Background: an optimization exercise with open tools, aiming at small area and few clock cycles per item. Do not read the settings as production practice. For this run, only the layout was checked, not whether the RTL still works. Power and IR drop assume default switching activity.

==> design.v <==
`default_nettype none
package core_pkg;
  typedef logic [31:0] xlen_t;       
  typedef logic [31:0] instr_t;      
  typedef logic [4:0]  reg_addr_t;   
  typedef struct packed {
    logic        we;       
    logic        is_op;    
    logic        is_lui;
    logic        ren_a;    
    logic        ren_b;    
    logic        byp_a;    
    logic        byp_b;    
    logic [19:0] hi;       
    reg_addr_t   rd;
  } dec_t;
endpackage
`default_nettype wire
`default_nettype none
module fetch_stage (
  input  wire logic            clk_i,
  input  wire logic            rst_i,
  input  wire core_pkg::xlen_t boot_addr_i,
  input  wire logic            fetch_enable_i,
  output logic                 instr_req_o,
  output core_pkg::xlen_t      instr_addr_o,
  input  wire logic            instr_gnt_i,
  input  wire logic            instr_rvalid_i,
  output logic                 if_busy_o
);
  logic        wait_q;    
  logic        hold_q;    
  logic [29:0] pc_q;      
  logic        acc;
  assign instr_req_o  = (!wait_q || instr_rvalid_i) && (fetch_enable_i || hold_q);
  assign instr_addr_o = {pc_q, 2'b00};
  assign acc          = instr_req_o && instr_gnt_i;
  assign if_busy_o    = instr_req_o || wait_q;
  always_ff @(posedge clk_i) begin
    if (rst_i) begin
      wait_q <= 1'b0;
      hold_q <= 1'b0;
      pc_q   <= boot_addr_i[31:2];
    end else begin
      wait_q <= acc || (wait_q && !instr_rvalid_i);
      hold_q <= instr_req_o && !instr_gnt_i;
      pc_q   <= pc_q + {29'd0, acc};
    end
  end
endmodule
`default_nettype wire
`default_nettype none
module decode_stage (
  input  wire logic             clk_i,
  input  wire logic             rst_i,
  input  wire logic             rvalid_i,
  input  wire core_pkg::instr_t instr_i,
  input  wire logic             dec_we_i,
  input  wire core_pkg::reg_addr_t dec_rd_i,
  output core_pkg::dec_t        dec_o
);
  logic [6:0] opc;
  logic [2:0] f3;
  logic [6:0] f7;
  logic       is_op;
  logic       is_imm;
  logic       is_lui;
  logic       legal;
  logic       f7_zero;
  logic       f7_alt;
  logic       byp_a;
  logic       byp_b;
  core_pkg::dec_t dec_q;
  assign opc     = instr_i[6:0];
  assign f3      = instr_i[14:12];
  assign f7      = instr_i[31:25];
  assign is_op   = opc == 7'h33;
  assign is_imm  = opc == 7'h13;
  assign is_lui  = opc == 7'h37;
  assign f7_zero = f7 == 7'b0000000;
  assign f7_alt  = f7 == 7'b0100000;
  always_comb begin
    legal = is_lui;
    if (is_op)
      legal = f7_zero || (f7_alt && (f3 == 3'b000 || f3 == 3'b101));
    if (is_imm)
      legal = (f3 == 3'b001) ? f7_zero :
              (f3 == 3'b101) ? (f7_zero || f7_alt) : 1'b1;
  end
  assign byp_a = !is_lui && dec_we_i && dec_rd_i == instr_i[19:15];
  assign byp_b = is_op && dec_we_i && dec_rd_i == instr_i[24:20];
  always_ff @(posedge clk_i) begin
    if (rst_i) begin
      dec_q.we <= 1'b0;
    end else begin
      dec_q.we <= rvalid_i && legal && (instr_i[11:7] != 5'd0);
    end
    dec_q.is_op  <= is_op;
    dec_q.is_lui <= is_lui;
    dec_q.ren_a  <= !is_lui && !byp_a;
    dec_q.ren_b  <= is_op && !byp_b;
    dec_q.byp_a  <= byp_a;
    dec_q.byp_b  <= byp_b;
    dec_q.hi     <= instr_i[31:12];
    dec_q.rd     <= instr_i[11:7];
  end
  assign dec_o = dec_q;
endmodule
`default_nettype wire
`default_nettype none
module rf_bit (
  input  wire logic clk_i,
  input  wire logic we_i,
  input  wire logic keep_i,
  input  wire logic d_i,
  output logic      q_o
);
  always_ff @(posedge clk_i) begin
    q_o <= (we_i & d_i) | (keep_i & q_o);
  end
endmodule
module rf_ao3 (
  input  wire logic [2:0] s_i,
  input  wire logic [2:0] d_i,
  output logic            y_no
);
  assign y_no = !(|(s_i & d_i));
endmodule
module rf_ao2 (
  input  wire logic [1:0] s_i,
  input  wire logic [1:0] d_i,
  output logic            y_no
);
  assign y_no = !(|(s_i & d_i));
endmodule
module rf_or11 (
  input  wire logic [10:0] n_i,
  output logic             y_o
);
  assign y_o = !(&n_i);
endmodule
module rf_rd_bit (
  input  wire logic [31:0] sel_i,    
  input  wire logic [31:0] d_i,
  output logic             y_o
);
  logic [10:0] n;
  for (genvar g = 0; g < 10; g++) begin : g_ao
    rf_ao3 i_ao3 (
      .s_i  (sel_i[3*g+2:3*g]),
      .d_i  (d_i[3*g+2:3*g]),
      .y_no (n[g])
    );
  end
  rf_ao2 i_ao2 (
    .s_i  (sel_i[31:30]),
    .d_i  (d_i[31:30]),
    .y_no (n[10])
  );
  rf_or11 i_or (
    .n_i (n),
    .y_o (y_o)
  );
endmodule
module register_file (
  input  wire logic                clk_i,
  input  wire logic                rst_i,
  input  wire core_pkg::reg_addr_t raddr_a_i,
  input  wire logic                ren_a_i,
  input  wire logic                byp_a_i,
  input  wire core_pkg::reg_addr_t raddr_b_i,
  input  wire logic                ren_b_i,
  input  wire logic                byp_b_i,
  output core_pkg::xlen_t          rdata_a_o,
  output core_pkg::xlen_t          rdata_b_o,
  input  wire logic                we_i,
  input  wire core_pkg::reg_addr_t waddr_i,
  input  wire core_pkg::xlen_t     wdata_i
);
  logic [31:0]     q     [32];    
  logic [31:0]     col   [32];    
  core_pkg::xlen_t wd;
  logic [31:1]     row_we;
  logic [31:1]     row_keep;
  logic [31:0]     sel_a;
  logic [31:0]     sel_b;
  assign wd    = wdata_i & {32{!rst_i}};
  always_comb begin
    sel_a[0] = byp_a_i;
    sel_b[0] = byp_b_i;
    for (int r = 1; r < 32; r++) begin
      row_we[r]   = rst_i || (we_i && waddr_i == 5'(r));
      row_keep[r] = !row_we[r];
      sel_a[r]    = ren_a_i && raddr_a_i == 5'(r);
      sel_b[r]    = ren_b_i && raddr_b_i == 5'(r);
    end
  end
  for (genvar r = 1; r < 32; r++) begin : g_row
    for (genvar b = 0; b < 32; b++) begin : g_bit
      rf_bit i_bit (
        .clk_i  (clk_i),
        .we_i   (row_we[r]),
        .keep_i (row_keep[r]),
        .d_i    (wd[b]),
        .q_o    (q[r][b])
      );
      assign col[b][r] = q[r][b];
    end
  end
  for (genvar b = 0; b < 32; b++) begin : g_rd
    assign col[b][0] = wdata_i[b];
    rf_rd_bit i_rd_a (
      .sel_i (sel_a),
      .d_i   (col[b]),
      .y_o   (rdata_a_o[b])
    );
    rf_rd_bit i_rd_b (
      .sel_i (sel_b),
      .d_i   (col[b]),
      .y_o   (rdata_b_o[b])
    );
  end
endmodule
`default_nettype wire
`default_nettype none
module execute_stage (
  input  wire logic            clk_i,
  input  wire logic            rst_i,
  input  wire core_pkg::dec_t  dec_i,
  input  wire core_pkg::xlen_t rs1_i,    
  input  wire core_pkg::xlen_t rs2_i,    
  output logic                 wb_we_o,
  output core_pkg::reg_addr_t  wb_rd_o,
  output core_pkg::xlen_t      wb_data_o
);
  logic [2:0]      f3;
  logic            alt;
  core_pkg::xlen_t a;
  core_pkg::xlen_t b;
  core_pkg::xlen_t bx;
  core_pkg::xlen_t imm;
  logic            sub;
  logic [33:0]     sum;
  logic            lt;
  logic            ltu;
  logic            left;
  logic [4:0]      shamt;
  core_pkg::xlen_t sh_in;
  core_pkg::xlen_t sh_out;
  logic            fill;
  core_pkg::xlen_t p;
  core_pkg::xlen_t g;
  logic            s_add;
  logic            s_sll;
  logic            s_sr;
  logic            s_p;
  logic            s_g;
  core_pkg::xlen_t result;
  assign f3  = dec_i.is_lui ? 3'b000 : dec_i.hi[2:0];
  assign alt = dec_i.hi[18];   
  always_comb begin
    if (dec_i.is_lui)     imm = {dec_i.hi, 12'd0};
    else if (dec_i.is_op) imm = '0;
    else                  imm = {{20{dec_i.hi[19]}}, dec_i.hi[19:8]};
  end
  assign a = rs1_i;
  assign b = rs2_i | imm;
  assign sub = (f3 == 3'b000 && dec_i.is_op && alt) || f3 == 3'b010 || f3 == 3'b011;
  assign bx  = b ^ {32{sub}};
  assign sum = {1'b0, a, 1'b1} + {1'b0, bx, sub};
  assign ltu = !sum[33];
  assign lt  = (a[31] ^ b[31]) ? a[31] : sum[32];
  assign p = a ^ bx;
  assign g = a & bx;
  assign left  = !f3[2];
  assign shamt = b[4:0];
  assign fill  = alt && a[31] && f3[2];
  always_comb begin
    for (int i = 0; i < 32; i++) sh_in[i] = left ? a[31-i] : a[i];
  end
  assign sh_out = 32'($signed({fill, sh_in}) >>> shamt);
  assign s_add = f3 == 3'b000;
  assign s_sll = f3 == 3'b001;
  assign s_sr  = f3 == 3'b101;
  assign s_p   = f3 == 3'b100 || f3 == 3'b110;    
  assign s_g   = f3 == 3'b110 || f3 == 3'b111;    
  always_comb begin
    for (int i = 0; i < 32; i++) begin
      result[i] = (s_add && sum[i+1]) || (s_sll && sh_out[31-i]) || (s_sr && sh_out[i]) ||
                  (s_p && p[i]) || (s_g && g[i]);
    end
    result[0] = result[0] || (f3 == 3'b010 && lt) || (f3 == 3'b011 && ltu);
  end
  always_ff @(posedge clk_i) begin
    if (rst_i) begin
      wb_we_o <= 1'b0;
    end else begin
      wb_we_o <= dec_i.we;
    end
    wb_rd_o   <= dec_i.rd;
    wb_data_o <= result;
  end
endmodule
`default_nettype wire
`default_nettype none
module core_top (
  input  wire logic                 clk_i,
  input  wire logic                 rst_i,
  input  wire core_pkg::xlen_t      boot_addr_i,
  input  wire logic                 fetch_enable_i,
  output logic                      instr_req_o,
  output core_pkg::xlen_t           instr_addr_o,
  input  wire logic                 instr_gnt_i,
  input  wire logic                 instr_rvalid_i,
  input  wire core_pkg::instr_t     instr_rdata_i,
  output logic                      rf_we_wb_o,
  output core_pkg::reg_addr_t       rf_waddr_wb_o,
  output core_pkg::xlen_t           rf_wdata_wb_o,
  output logic                      core_busy_o
);
  core_pkg::dec_t      dec;
  core_pkg::xlen_t     rs1_val;
  core_pkg::xlen_t     rs2_val;
  logic                wb_we;
  core_pkg::reg_addr_t wb_rd;
  core_pkg::xlen_t     wb_data;
  logic                if_busy;
  fetch_stage i_fetch_stage (
    .clk_i          (clk_i),
    .rst_i          (rst_i),
    .boot_addr_i    (boot_addr_i),
    .fetch_enable_i (fetch_enable_i),
    .instr_req_o    (instr_req_o),
    .instr_addr_o   (instr_addr_o),
    .instr_gnt_i    (instr_gnt_i),
    .instr_rvalid_i (instr_rvalid_i),
    .if_busy_o      (if_busy)
  );
  decode_stage i_decode_stage (
    .clk_i    (clk_i),
    .rst_i    (rst_i),
    .rvalid_i (instr_rvalid_i),
    .instr_i  (instr_rdata_i),
    .dec_we_i (dec.we),
    .dec_rd_i (dec.rd),
    .dec_o    (dec)
  );
  register_file i_register_file (
    .clk_i     (clk_i),
    .rst_i     (rst_i),
    .raddr_a_i (dec.hi[7:3]),               
    .ren_a_i   (dec.ren_a),
    .byp_a_i   (dec.byp_a),
    .raddr_b_i (dec.hi[12:8]),              
    .ren_b_i   (dec.ren_b),
    .byp_b_i   (dec.byp_b),
    .rdata_a_o (rs1_val),
    .rdata_b_o (rs2_val),
    .we_i      (wb_we),
    .waddr_i   (wb_rd),
    .wdata_i   (wb_data)
  );
  execute_stage i_execute_stage (
    .clk_i     (clk_i),
    .rst_i     (rst_i),
    .dec_i     (dec),
    .rs1_i     (rs1_val),
    .rs2_i     (rs2_val),
    .wb_we_o   (wb_we),
    .wb_rd_o   (wb_rd),
    .wb_data_o (wb_data)
  );
  assign rf_we_wb_o    = wb_we;
  assign rf_waddr_wb_o = wb_rd;
  assign rf_wdata_wb_o = wb_data;
  assign core_busy_o   = if_busy || dec.we || wb_we;
endmodule
`default_nettype wire
==> run.sh <==
#!/bin/bash
# synth_recipe.tcl (not shown) runs the flow's synth.tcl, then flattens the netlist and writes it again
# the make line also repeats each setting of config.mk as NAME=value (left out here)
make -C /OpenROAD-flow-scripts/flow DESIGN_CONFIG=/design/flow/config.mk WORK_HOME=/design/flow/orfs CLKGATE_MAP_FILE= SYNTH_SCRIPT=/design/flow/synth_recipe.tcl finish
==> config.mk <==
export PLATFORM = sky130hd
export DESIGN_NAME = core_top
export DESIGN_NICKNAME = core_top
export VERILOG_FILES = /design/flow/design.v
export SDC_FILE = /design/flow/constraint.sdc
export NUM_CORES = 4
export LEC_CHECK = 0
export CAP_MARGIN = 20
export CORE_MARGIN = 2
export CORE_UTILIZATION = 40
export SLEW_MARGIN = 20
export SYNTH_HIERARCHICAL = 1
export SYNTH_MINIMUM_KEEP_SIZE = 0
==> constraint.sdc <==
create_clock -name core_clock -period 4.5 [get_ports {clk_i}]
set_input_delay 0.9000 -clock core_clock [delete_from_list [all_inputs] [get_ports {clk_i}]]
set_output_delay 0.9000 -clock core_clock [all_outputs]
set_load 0.01 [all_outputs]
==> results.txt <==
-- layout make-up --
type / instances / area (µm²) / share of cell area
multi-input cells: 3049 / 28100 / 0.421
flip-flops and latches: 1094 / 21900 / 0.329
repair buffers: 1173 / 10600 / 0.159
clock buffers: 167 / 3470 / 0.0520
well taps: 1536 / 1920 / 0.0288
clock inverters: 49 / 676 / 0.0101
inverters: 11 / 41.3 / 0.000619
diodes: 14 / 35.0 / 0.000525
-- cells in the mapped netlist, drive strengths merged (15+ instances only) --
master / count
xnor2: 45
nor2b: 44
nand2: 97
a22oi: 77
clkbuf: 67
nand3: 101
a22o: 992
a222oi: 652
xor2: 41
nor2: 114
dfxtp: 1094
a21o: 56
a211oi: 29
a21oi: 94
mux2i: 145
buf: 40
nor3: 18
and3: 15
nand4: 150
ha: 35
o21ai: 75
or3: 72
-- layer usage --
layer	vias to the layer above	GRT usage	share of wire
li1	21400	-	-
met2	4793	0.570	0.40
met3	1118	0.149	0.15
met5	-	0.00240	0.0010
met1	25600	0.508	0.36
met4	22	0.273	0.087
-- modules after synthesis (local to each module, per instance), a selection --
module	copies in the design	area (µm²)
execute_stage	1	6400
decode_stage	1	897
fetch_stage	1	1630
rf_ao3	640	10.0
rf_bit	992	28.8
rf_ao2	64	12.5
rf_or11	64	23.8
register_file	1	1250
core_top	1	6.26
-- kinds of logic after synthesis --
logic type               Yosys count
multiplexers                     158
flip-flops                      1094
other                              1
adder cells (fa/ha/maj)           35
AND/OR/NAND/NOR                  683
AO/OA/AOI/OAI                   2056
XOR/XNOR                          86
buffers and inverters            120
-- worst reg2reg max path: stages (launching register included) --
cell and delay [ns]:
dfxtp_2 0.34, buf_6 0.13, nand4b_1 0.15, buf_12 0.18, nor2_4 0.12, buf_4 0.18, buf_4 0.13, a222oi_1 0.49
nand4_1 0.39, or3_4 0.49, a211oi_2 0.17, buf_4 0.19, xnor2_4 0.15, ha_4 0.25, a21oi_2 0.17, buf_4 0.12
o21bai_1 0.05, a21o_1 0.19, a21o_1 0.18, a21o_1 0.20, a31oi_4 0.16, o31ai_4 0.10, xnor2_1 0.16, o211ai_1 0.10
-- stage by stage --
step	power, W	util	instance area, µm²	instances	TNS (ns)
6_report	0.0291	0.566	66700	7093	-8.72
2_1_floorplan	0.0150	-	47700	4234	-0.00136
5_1_grt	0.0299	0.565	66700	7081	-9.86
3_3_place_gp	0.0178	0.495	58400	6647	-15.00
4_1_cts	0.0284	0.547	64500	6978	-3.65
3_5_place_dp	0.0179	0.495	58400	6647	-14.53
-- sequential cells by signal (all words and copies together) (netlist names) --
signal	cells
i_decode_stage.dec_q	32
i_execute_stage.wb_data_o	32
i_execute_stage.wb_rd_o	5
i_execute_stage.wb_we_o	1
i_fetch_stage.hold_q	1
i_fetch_stage.pc_q	30
i_fetch_stage.wait_q	1
i_register_file.g_row.g_bit.i_bit.q_o	992
-- worst paths after layout --
kind                                                        from                                     to  cells past startpoint
worst max-delay path            i_decode_stage.dec_q[15]$_DFF_P_  i_execute_stage.wb_data_o[29]$_DFF_P_                     23
worst min-delay path             i_decode_stage.dec_q[1]$_DFF_P_     i_execute_stage.wb_rd_o[1]$_DFF_P_                      0
worst max register to register  i_decode_stage.dec_q[15]$_DFF_P_  i_execute_stage.wb_data_o[29]$_DFF_P_                     23
worst min register to register   i_decode_stage.dec_q[1]$_DFF_P_     i_execute_stage.wb_rd_o[1]$_DFF_P_                      0
-- repair_timing --
| action | in CTS | in global routing |
|---|---|---|
| gates resized for setup | 227 | 257 |
| pin swaps | 187 | 200 |
| cloned | 27 | 7 |
| endpoints found under the setup margin | 32 | 32 |
| buffers inserted | 94 | 100 |
-- power by group through the flow --
stage | sequential, W | clock [W] | combinational [W]
2_1_floorplan | 0.0122 | 0 | 0.00278
3_3_place_gp | 0.0125 | 0 | 0.00530
3_5_place_dp | 0.0125 | 0 | 0.00535
4_1_cts | 0.0123 | 0.0104 | 0.00567
5_1_grt | 0.0125 | 0.0108 | 0.00652
6_report | 0.0124 | 0.0104 | 0.00633
==> results.txt <==
Row Count=126; CP Launch Type=flip-flop; Setup WS post-layout=-0.436 ns; Place WS=-0.660 ns; Cells after Synth=4,233; number of global-route vias before repair=48,300; gr ovfl total=0; Antenna Violating Nets Remaining=0; drt pass-1 iters=15; Pint=0.0201 W; Vias/cell=7.46; most frequent cells in the layout=1,082 x dfxtp_1, 992 x a22o_1, 876 x buf_4, 652 x a222oi_1, 148 x nand4_1; initial antenna violation count=28; global-route wire length before repair=359,000 µm; die area=0.121 mm²; worst vdd ir=0.305 mV; DR iter-0 viols=12,400; Hold Vio Cnt, Final=0; FILL cells=9,979; post-synthesis sequential element count=1,094; most common cell after layout, fill and taps aside=dfxtp_1; DRC=0; Compound-Gate Fraction of Synth Area=0.385; area leader, netlist=dfxtp_1; P per Cell Area=437 mW/mm²; Post-Synth XOR/XNOR Area=0.0159; Avg Cell Area, Syn=11.2 µm²; worst skew pair latency=0.77 ns; pin count of the biggest net entering global routing=55; Clock Tree Root=clkbuf_16; Simple-Gate Fraction of Synth Area=0.0804; number of flops mapped to enable cells by yosys=0; CTS Hold Bufs=0; layout cell share with drive strength beyond 1=0.324; max-capacitance violation count=0; number of H-tree levels=3; max-slew violations=0; Ports=141; Synth Warn #=14; Synth Area in Adders=0.00923; Fmax achieved=203 MHz; status=finished with violations; synthesized area=0.0475 mm²; fin nets=5,548; clk_skew=0.0405 ns; Final min period=4.94 ns; # setup viols final=32; CP Capture Type=flip-flop; critical-path cell list=buf_6, nand4b_1, buf_12, nor2_4, buf_4, buf_4, a222oi_1, nand4_1, or3_4, a211oi_2, buf_4, xnor2_4, ha_4, a21oi_2, buf_4, o21bai_1, a21o_1, a21o_1, a21o_1, a31oi_4, o31ai_4, xnor2_1, o211ai_1; flop-to-flop setup slack=-0.44 ns; combinational share of power=0.217; worst-case clock buffer depth=3; type of the tightest min-delay check=reg -> reg; Yosys cell types=95; clock transition at the registers of the reported paths=0.08 ns; register share of total power=0.426; Least-Margin Pin Slew=1.19 ns; crit path DAT=5.57 ns; Tot GR Track Use=0.403; Tcrit/Tclk final=1.10; Lkg Pwr=26.3 nW; DP Wirelength=164,000 µm; Net Switching=0.00906 W; Worst slew margin=0.203; Req. time, crit path=5.13 ns; Clk network pwr share=0.357; Core Region=0.118 mm²; asr flop ratio synth=0; Hold WS=0.432 ns; multiplexer share of the synthesized area=0.0357; CP max-delay cell=a222oi_1; clk sink count=1,094; Worst path max stage delay=0.49 ns; Synth-to-Final Area Change=40.6%; CTS tree=yes; Routed WL=260,000 µm; Switching Share=0.311; vias=52,900; layout check faults=setup timing; CP Class=reg -> reg; ranking of synthesized cells by area=dfxtp_1 46%, a22o_1 18%, a222oi_1 14%; RD Place Congestion=1.02; delay-heaviest family, CP=compound AO/OA/AOI/OAI gates; Critical Path Most Common Cell=buf_4; Port Buf Inserts=136; maximum fanout along the worst path=9; RSZ-0062 raised after global routing=yes; initial core utilization=0.402; largest family of logic cells by synthesized area=compound AO/OA/AOI/OAI gates; register area share after synthesis=0.461; post-synth top area share=0.461; die width=348 µm; CP Buf/Inv Count=6; Die H=348 µm; Most used DFF post-synth=dfxtp_1; CTS Buf Count=115; routed length per instance=36.7 µm

==> separate check: timing with driven ports <==
The flow's constraints put no driver on any port. The routed layout listed below was extracted and timed again, unchanged, in two steps.
Step 1 assumes that a clkbuf_16 drives the clock port and a buf_2 every other input.
Step 2, shift: input delay + t, output delay - t, t = (earliest + latest rising clock arrival at the registers) / 2. This alone moves slack from input paths to output paths.
Three values: no drivers, after step 1, after step 2; two values: the first two.
t (ns): 0.832
slack for setup (ns): -0.436 / -0.436 / -0.436
worst setup path after step 2: register to register
worst register clock-pin slew, ns: 0.08 / 0.08
worst slew at a driven data input, ns: 0.06
For this run, drivers alone change the setup slack by 0.000 ns; drivers and shift together by 0.000 ns.
